This design comes from an exercise in tuning for small area on the open sky130 flow, not from production work.
The RTL was checked by simulation tests, not by an equivalence proof against the original design.

## middle
Design dodge_top, start of the top module:
module dodge_top #(
	parameter int STEP_CYCLES = 50,
	parameter int SECOND_CYCLES = 200
) (
	input  logic        clock,
	input  logic        reset,
	input  logic        go,
	input  logic        go2,
	input  logic [3:0]  buttons,
	output logic        playing,
	output logic        game_over,
	output logic [1:0]  direction,
	output logic [5:0]  player,
	output logic [24:0] block_map,
	output logic [6:0]  hex0,
	output logic [6:0]  hex1
);
export LEC_CHECK = 0
export ABC_AREA = 1
export CAP_MARGIN = 20
export CORE_MARGIN = 2
export CORE_UTILIZATION = 40
export CTS_BUF_LIST = sky130_fd_sc_hd__clkbuf_4
export SLEW_MARGIN = 20
create_clock -name core_clock -period 10.0 [get_ports {clock}]
standard.sh (not shown) runs the stock make flow with config.mk's settings and CLKGATE_MAP_FILE= SYNTH_SCRIPT=/design/flow/synth_recipe.tcl, a recipe that flattens the netlist after the stock synthesis.
==> flow/flow/run.sh <==
#!/bin/bash
# Own layout flow: the standard synthesis, then its combinational logic re-mapped
# for area (flip-flops untouched), then the standard layout with the port
# buffers made of the smallest buffer cell and a clock tree without dummy loads.
# Each tool's output goes to a log file here.
set -euo pipefail
here=$(cd "$(dirname "$0")" && pwd)
mkdir -p tmp
export TMPDIR=$PWD/tmp
R=orfs/results/${FLOW_PLATFORM:-sky130hd}/dodge_top/base
bash standard.sh synth > flow_synth.log 2>&1
cp $R/1_2_yosys.v $R/1_2_yosys_standard.v
bash "$here/reabc.sh" $R/1_2_yosys_standard.v $R/1_2_yosys.v reabc_stat.txt ${FLOW_TOP:-dodge_top} > flow_reabc.log 2>&1
rm -f $R/1_synth.odb $R/1_synth.sdc
bash standard.sh "BUFFER_PORTS_ARGS=-buffer_cell sky130_fd_sc_hd__buf_1" \
	"CTS_ARGS=-root_buf sky130_fd_sc_hd__clkbuf_4 -buf_list sky130_fd_sc_hd__clkbuf_2 -dont_use_dummy_load -sink_clustering_enable -sink_clustering_size 20 -sink_clustering_max_diameter 100" \
	finish > flow_layout.log 2>&1
Other scripts of this flow, unchanged in this note and not shown: flow/flow/abc_ds.template, flow/flow/abc_st2.script, flow/flow/abc_st3.script, flow/flow/abc_strong.script, flow/flow/reabc.sh, flow/flow/reabc.ys, flow/flow/ref_a1.script, flow/flow/ref_a2.script, flow/flow/ref_a3.script, flow/flow/ref_a4.script, flow/flow/ref_a5.script
Here is what was changed in the inputs of west compared with middle.
--- a/flow/design.v
+++ b/flow/design.v
@@ -20,23 +20,23 @@
 	logic [1:0] q;           
 	logic [3:0] hist;        
 	logic       sec_gt5;     
 	logic [3:0] ones, tens;
 	logic [2:0] pcol, prow;
 	logic clear, step, tick, collision, rotate, rot_ok, start;
 	assign playing = p;
 	assign game_over = g;
 	assign player = {pcol, prow};
 	assign clear = !p && !g && (go || x);
 	assign start = p && x;
-	assign step = p && (step_timer == 6'b001001);
+	assign step = p && (&step_timer);
 	assign rotate = go2 && sec_gt5;
 	assign rot_ok = p && !collision && rotate;
 	logic [4:0] valid;
 	logic t0, t1, at3;
 	assign t0 = !sec_gt5 && (tens == 4'd10) && (ones == 4'd3);
 	assign t1 = !sec_gt5 && (tens == 4'd10) && (ones == 4'd14);
 	assign valid[0] = !start && !(t0 && q == 2'd0);
 	assign valid[1] = !start && !(t0 && !q[1]);
 	assign valid[2] = !start && !(t0 && q != 2'd3);
 	assign valid[3] = !start && !t0;
 	assign valid[4] = !start && !t0 && !(t1 && q == 2'd0);
@@ -135,23 +135,23 @@
 	assign ones_inc[1] = (!ones[0] && ones[2]) || (ones[0] && !ones[2]) || (!ones[1] && !ones[2]) || (ones[1] && ones[2] && ones[3]);
 	assign ones_inc[2] = (ones[1] && !ones[2]) || (!ones[1] && ones[2]);
 	assign ones_inc[3] = (ones[1]) || (!ones[3]);
 	assign tens_inc[0] = (!tens[0] && tens[3]) || (!tens[1] && !tens[2]) || (!tens[0] && tens[1] && tens[2]);
 	assign tens_inc[1] = (!tens[2]);
 	assign tens_inc[2] = (!tens[0] && tens[1]) || (tens[1] && tens[2]);
 	assign tens_inc[3] = (tens[0] && tens[3]) || (!tens[1] && tens[3]) || (!tens[0] && tens[1] && tens[2]);
 	assign ones_wrap = (!ones[1] && !ones[2]);
 	assign ones_five = (ones[0] && !ones[1] && ones[3]);
 	always_ff @(posedge clock)
 	begin
-		step_timer <= (!p || step) ? 6'd0 : {step_timer[4:0], !(step_timer[5] ^ step_timer[4])};
+		step_timer <= (!p || step) ? 6'b001100 : {step_timer[4:0], step_timer[5] ^ step_timer[4]};
 		if (!reset)
 		begin
 			p <= 1'b0;
 			g <= 1'b0;
 			x <= 1'b0;
 			direction <= 2'd0;
 			q <= 2'd0;
 			hist <= 4'b0010;
 			sec_gt5 <= 1'b0;
 			ones <= 4'd3;
 			tens <= 4'd10;
==> comparison <==
Between middle and west, the flow reports multi-input combinational cell count decreasing by a few percent. Diff middle -> west | cell total after placement | decrease of 4. west — critical path depth 1 higher, middle as reference. In terms of sequential share of layout area, middle and west differ only marginally. Number of standard cells in the final layout excluding fillers, middle and west, higher one = middle. Number of nets at the end of the flow is lower on west. [west] maximum clock frequency fell 22 MHz relative to middle. When west is measured against middle, its minimum clock period turns out 550 ps higher. Relative area of non-clock buffer cells in the final design, middle and west: higher on middle.

## re-timing with driven ports
The results above use ideal ports. As a check the final layouts listed here were re-extracted and re-timed, cells and wires unchanged.
Step 1 (the two cells are an assumption about what drives the block):
set clk [get_ports {clock}]
set_driving_cell -lib_cell sky130_fd_sc_hd__clkbuf_16 $clk
set_driving_cell -lib_cell sky130_fd_sc_hd__buf_2 [delete_from_list [all_inputs] $clk]
Step 2, shift: input delay + t, output delay - t, t = (earliest + latest rising clock arrival at the registers) / 2. This alone moves slack from input paths to output paths.
a / b / c = ideal / step 1 / step 2; a / b = the first two.
| run | t (ns) | setup WS [ns] | hold slack, ns | latest minus earliest clock arrival (ns) | slew at the worst register clock pin (ns) |
|---|---|---|---|---|---|
| middle | 0.343 | 5.283 / 5.258 / 5.512 | 0.474 / 0.474 / 0.474 | 0.011 / 0.012 | 0.10 / 0.10 |
| west | 0.348 | 4.734 / 4.708 / 5.056 | 0.451 / 0.451 / 0.451 | 0.028 / 0.028 | 0.11 / 0.11 |
After both steps every run listed still meets setup and hold.
